Context: an optimization exercise on an open-source flow, tuned for small area, a short achievable clock period and few clock cycles per item. The choices shown serve that exercise and are no tape-out recipe.

== the reference run ==
==> flow/design.v <==
package ece571f23_g5_aes_pkg;
  localparam int AES_STATE_BYTES = 16;
endpackage
module ece571f23_g5_aes_sbox_in (
  input  logic [7:0] a,
  input  logic       inv,
  output logic [7:0] x
);
  wire t0 = a[0] ^ a[6];
  wire t1 = a[1] ^ t0;
  wire t2 = a[4] ^ a[7];
  wire t3 = a[5] ^ a[7];
  wire t4 = a[0] ^ a[3];
  wire t5 = a[2] ^ t1;
  wire t6 = a[4] ^ a[5];
  assign x[0] = inv ? (a[4] ^ a[6] ^ 1'b1) : (a[5] ^ t1);
  assign x[1] = inv ? (a[3] ^ t1 ^ 1'b1) : (t0 ^ t3);
  assign x[2] = inv ? (t2) : (t3 ^ t5);
  assign x[3] = inv ? (a[4] ^ t1 ^ 1'b1) : (t0 ^ t6);
  assign x[4] = inv ? (a[4] ^ t4 ^ 1'b1) : (a[5] ^ t0);
  assign x[5] = inv ? (t1 ^ t6) : (a[3] ^ t5);
  assign x[6] = inv ? (a[6] ^ t2 ^ 1'b1) : (a[1] ^ t2 ^ t4);
  assign x[7] = inv ? (a[2] ^ t3 ^ 1'b1) : (a[0]);
endmodule
module ece571f23_g5_aes_gf_inv_pre (
  input  logic [7:0]  x,
  output logic [11:0] p
);
  function automatic logic [1:0] m4(input logic [1:0] a, input logic [1:0] b);
    logic e;
    e  = (a[1] ^ a[0]) & (b[1] ^ b[0]);
    m4 = {(a[1] & b[1]) ^ e, (a[0] & b[0]) ^ e};
  endfunction
  function automatic logic [1:0] k4(input logic [1:0] a);
    k4 = {a[1] ^ a[0], a[1]};
  endfunction
  function automatic logic [3:0] m16(input logic [3:0] a, input logic [3:0] b);
    logic [1:0] e;
    e   = k4(m4(a[3:2] ^ a[1:0], b[3:2] ^ b[1:0]));
    m16 = {m4(a[3:2], b[3:2]) ^ e, m4(a[1:0], b[1:0]) ^ e};
  endfunction
  function automatic logic [3:0] sqnu(input logic [3:0] v);
    sqnu = {v[0] ^ v[2], v[1] ^ v[3], v[1], v[0] ^ v[1]};
  endfunction
  assign p = {x, m16(x[7:4], x[3:0]) ^ sqnu(x[7:4] ^ x[3:0])};
endmodule
module ece571f23_g5_aes_gf_inv_post (
  input  logic [11:0] p,
  output logic [7:0]  y
);
  function automatic logic [1:0] m4(input logic [1:0] a, input logic [1:0] b);
    logic e;
    e  = (a[1] ^ a[0]) & (b[1] ^ b[0]);
    m4 = {(a[1] & b[1]) ^ e, (a[0] & b[0]) ^ e};
  endfunction
  function automatic logic [1:0] k4(input logic [1:0] a);
    k4 = {a[1] ^ a[0], a[1]};
  endfunction
  function automatic logic [3:0] m16(input logic [3:0] a, input logic [3:0] b);
    logic [1:0] e;
    e   = k4(m4(a[3:2] ^ a[1:0], b[3:2] ^ b[1:0]));
    m16 = {m4(a[3:2], b[3:2]) ^ e, m4(a[1:0], b[1:0]) ^ e};
  endfunction
  function automatic logic [3:0] inv16(input logic [3:0] a);
    logic [1:0] s, d, di;
    s     = a[3:2] ^ a[1:0];
    d     = m4(a[3:2], a[1:0]) ^ k4({s[0], s[1]});
    di    = {d[0], d[1]};
    inv16 = {m4(a[1:0], di), m4(a[3:2], di)};
  endfunction
  logic [3:0] di;
  assign di = inv16(p[3:0]);
  assign y  = {m16(p[7:4], di), m16(p[11:8], di)};
endmodule
module ece571f23_g5_aes_gf_inv (
  input  logic [7:0] x,
  output logic [7:0] y
);
  logic [11:0] p;
  ece571f23_g5_aes_gf_inv_pre  u_pre  (.x(x), .p(p));
  ece571f23_g5_aes_gf_inv_post u_post (.p(p), .y(y));
endmodule
module ece571f23_g5_aes_sbox_out (
  input  logic [7:0] y,
  input  logic       inv,
  output logic [7:0] s
);
  wire t0 = y[0] ^ y[6];
  wire t1 = y[1] ^ y[4];
  wire t2 = y[3] ^ t0;
  wire t3 = y[2] ^ t2;
  wire t4 = y[0] ^ t1;
  wire t5 = y[5] ^ y[7];
  assign s[0] = inv ? (y[7]) : (y[3] ^ t1 ^ 1'b1);
  assign s[1] = inv ? (y[0] ^ y[4]) : (t4 ^ 1'b1);
  assign s[2] = inv ? (y[2] ^ t4) : (t2 ^ t5);
  assign s[3] = inv ? (y[7] ^ t1 ^ t2) : (y[1] ^ t3);
  assign s[4] = inv ? (y[3] ^ y[4]) : (y[2] ^ t0);
  assign s[5] = inv ? (t3 ^ t5) : (y[3] ^ y[5] ^ 1'b1);
  assign s[6] = inv ? (y[4] ^ y[5] ^ t3) : (y[2] ^ y[6] ^ 1'b1);
  assign s[7] = inv ? (t1) : (t0);
endmodule
module ece571f23_g5_aes_sbox (
  output logic [7:0] out,
  input  logic [7:0] in,
  input  logic       inv
);
  logic [7:0] x, y;
  ece571f23_g5_aes_sbox_in  u_in  (.a(in), .inv(inv), .x(x));
  ece571f23_g5_aes_gf_inv   u_inv (.x(x), .y(y));
  ece571f23_g5_aes_sbox_out u_out (.y(y), .inv(inv), .s(out));
endmodule
module ece571f23_g5_aes_subbytes_seq (
  input  logic         clk,
  input  logic         rst,
  input  logic         in_valid,
  output logic         in_ready,
  input  logic         in_inverse,
  input  logic [127:0] datain,
  output logic         out_valid,
  input  logic         out_ready,
  output logic [127:0] dataout,
  output logic         busy
);
  logic         v1_q, v2_q;
  logic         inv1_q, inv2_q;
  logic [127:0] x_d, x_q, y;
  logic [191:0] p_d, p_q;
  logic         adv;
  for (genvar k = 0; k < 16; k++) begin : g_lane
    ece571f23_g5_aes_sbox_in u_in (
      .a   (datain[8*k +: 8]),
      .inv (in_inverse),
      .x   (x_d[8*k +: 8])
    );
    ece571f23_g5_aes_gf_inv_pre u_pre (
      .x (x_q[8*k +: 8]),
      .p (p_d[12*k +: 12])
    );
    ece571f23_g5_aes_gf_inv_post u_post (
      .p (p_q[12*k +: 12]),
      .y (y[8*k +: 8])
    );
    ece571f23_g5_aes_sbox_out u_out (
      .y   (y[8*k +: 8]),
      .inv (inv2_q),
      .s   (dataout[8*k +: 8])
    );
  end
  assign adv = !v2_q || out_ready;
  always_ff @(posedge clk) begin
    if (rst) begin
      v1_q <= 1'b0;
      v2_q <= 1'b0;
    end else if (adv) begin
      v1_q <= in_valid;
      v2_q <= v1_q;
    end
  end
  always_ff @(posedge clk) begin
    if (adv && in_valid) begin
      x_q    <= x_d;
      inv1_q <= in_inverse;
    end
  end
  always_ff @(posedge clk) begin
    if (adv && v1_q) begin
      p_q    <= p_d;
      inv2_q <= inv1_q;
    end
  end
  assign in_ready  = adv;
  assign out_valid = v2_q;
  assign busy      = v1_q || v2_q;
endmodule
Settings: LEC_CHECK=0, CAP_MARGIN=20, CORE_MARGIN=2, CORE_UTILIZATION=40, SETUP_SLACK_MARGIN=1.0, SLEW_MARGIN=20; clock period 17.5 ns.
standard.sh (not shown) runs the stock make flow with config.mk's settings and CLKGATE_MAP_FILE= SYNTH_SCRIPT=/design/flow/synth_recipe.tcl, a recipe that flattens the netlist after the stock synthesis.
==> flow/flow/run.sh <==
#!/bin/bash
# Layout flow: the standard flow (standard.sh), with one change to synthesis:
# ABC maps the logic with an area-recovering script (flow/abc_area.script)
# instead of ORFS's delay script. Registers are mapped before ABC, so they are
# the standard synthesis's registers, with the same names and cells.
set -euo pipefail
W=$(pwd)
cat > "$W/area_synth.tcl" <<TCL
proc abc {args} {
  set i [lsearch -exact \$args -script]
  if {\$i >= 0} {
    set args [lreplace \$args \$i [expr {\$i + 1}] -script $W/flow/abc_area.script]
  }
  yosys abc {*}\$args
}
source $W/synth_recipe.tcl
TCL
bash "$W/standard.sh" SYNTH_SCRIPT="$W/area_synth.tcl" finish > "$W/standard_flow.log" 2>&1
==> flow/flow/abc_area.script <==
strash
&get -n
&dch -f
&nf -R 1000
&put
topo
stime -c
### the reference run -> the trial run
diff --git a/flow/design.v b/flow/design.v
--- a/flow/design.v
+++ b/flow/design.v
@@ -119,57 +119,46 @@
   input  logic [127:0] datain,
   output logic         out_valid,
   input  logic         out_ready,
   output logic [127:0] dataout,
   output logic         busy
 );
-  logic         v1_q, v2_q;
-  logic         inv1_q, inv2_q;
-  logic [127:0] x_d, x_q, y;
+  logic         valid_q;
+  logic         inv_q;
+  logic [127:0] x, y;
   logic [191:0] p_d, p_q;
   logic         adv;
   for (genvar k = 0; k < 16; k++) begin : g_lane
     ece571f23_g5_aes_sbox_in u_in (
       .a   (datain[8*k +: 8]),
       .inv (in_inverse),
-      .x   (x_d[8*k +: 8])
+      .x   (x[8*k +: 8])
     );
     ece571f23_g5_aes_gf_inv_pre u_pre (
-      .x (x_q[8*k +: 8]),
+      .x (x[8*k +: 8]),
       .p (p_d[12*k +: 12])
     );
     ece571f23_g5_aes_gf_inv_post u_post (
       .p (p_q[12*k +: 12]),
       .y (y[8*k +: 8])
     );
     ece571f23_g5_aes_sbox_out u_out (
       .y   (y[8*k +: 8]),
-      .inv (inv2_q),
+      .inv (inv_q),
       .s   (dataout[8*k +: 8])
     );
   end
-  assign adv = !v2_q || out_ready;
+  assign adv = !valid_q || out_ready;
   always_ff @(posedge clk) begin
-    if (rst) begin
-      v1_q <= 1'b0;
-      v2_q <= 1'b0;
-    end else if (adv) begin
-      v1_q <= in_valid;
-      v2_q <= v1_q;
-    end
+    if (rst) valid_q <= 1'b0;
+    else if (adv) valid_q <= in_valid;
   end
   always_ff @(posedge clk) begin
     if (adv && in_valid) begin
-      x_q    <= x_d;
-      inv1_q <= in_inverse;
-    end
-  end
-  always_ff @(posedge clk) begin
-    if (adv && v1_q) begin
-      p_q    <= p_d;
-      inv2_q <= inv1_q;
+      p_q   <= p_d;
+      inv_q <= in_inverse;
     end
   end
   assign in_ready  = adv;
-  assign out_valid = v2_q;
-  assign busy      = v1_q || v2_q;
+  assign out_valid = valid_q;
+  assign busy      = valid_q;
 endmodule
## What came out
Comparing utilization for the reference run and the trial run, the smaller number came from the trial run.
When the trial run is set beside the reference run, its maximum frequency turns out to be about 0.8% larger.
Compared with the reference run, in the trial run portion of netlist area occupied by mux cells barely changed, combined area of the multi-input logic cells up 0.35%, wire length shows a reduction of about 8%, clock-buffer cell count saw a decrease, post-route minimum period now sits lower.
The trial run vs. the reference run: synthesized area went down by about 11%.
When the final numbers for the reference run and the trial run were put side by side, the number of global-route vias before repair turned out to be smaller in the trial run.
Higher distinct cell type count of the synthesized netlist among the reference run and the trial run: the reference run
Function was not checked in any run of this note: the RTL went through the layout flow alone.

-- re-timing with driven ports --
How much do the figures lean on ideal ports? The routed layouts below were timed once more, with nothing changed but the port constraints.
Step 1 assumes that a clkbuf_16 drives the clock port and a buf_2 every other input.
Step 2 also shifts input and output timing later by t, the mid clock arrival at the registers, as if the neighbouring blocks saw the same clock.
Three values: no drivers, after step 1, after step 2; two values: the first two.
| run | shift t [ns] | setup WS [ns] | clock arrival spread, ns |
|---|---|---|---|
| the reference run | 0.603 | 8.631 / 8.574 / 9.177 | 0.024 / 0.024 |
| the trial run | 0.537 | 8.699 / 8.639 / 9.176 | 0.012 / 0.012 |
After both steps every run listed still meets setup and hold.
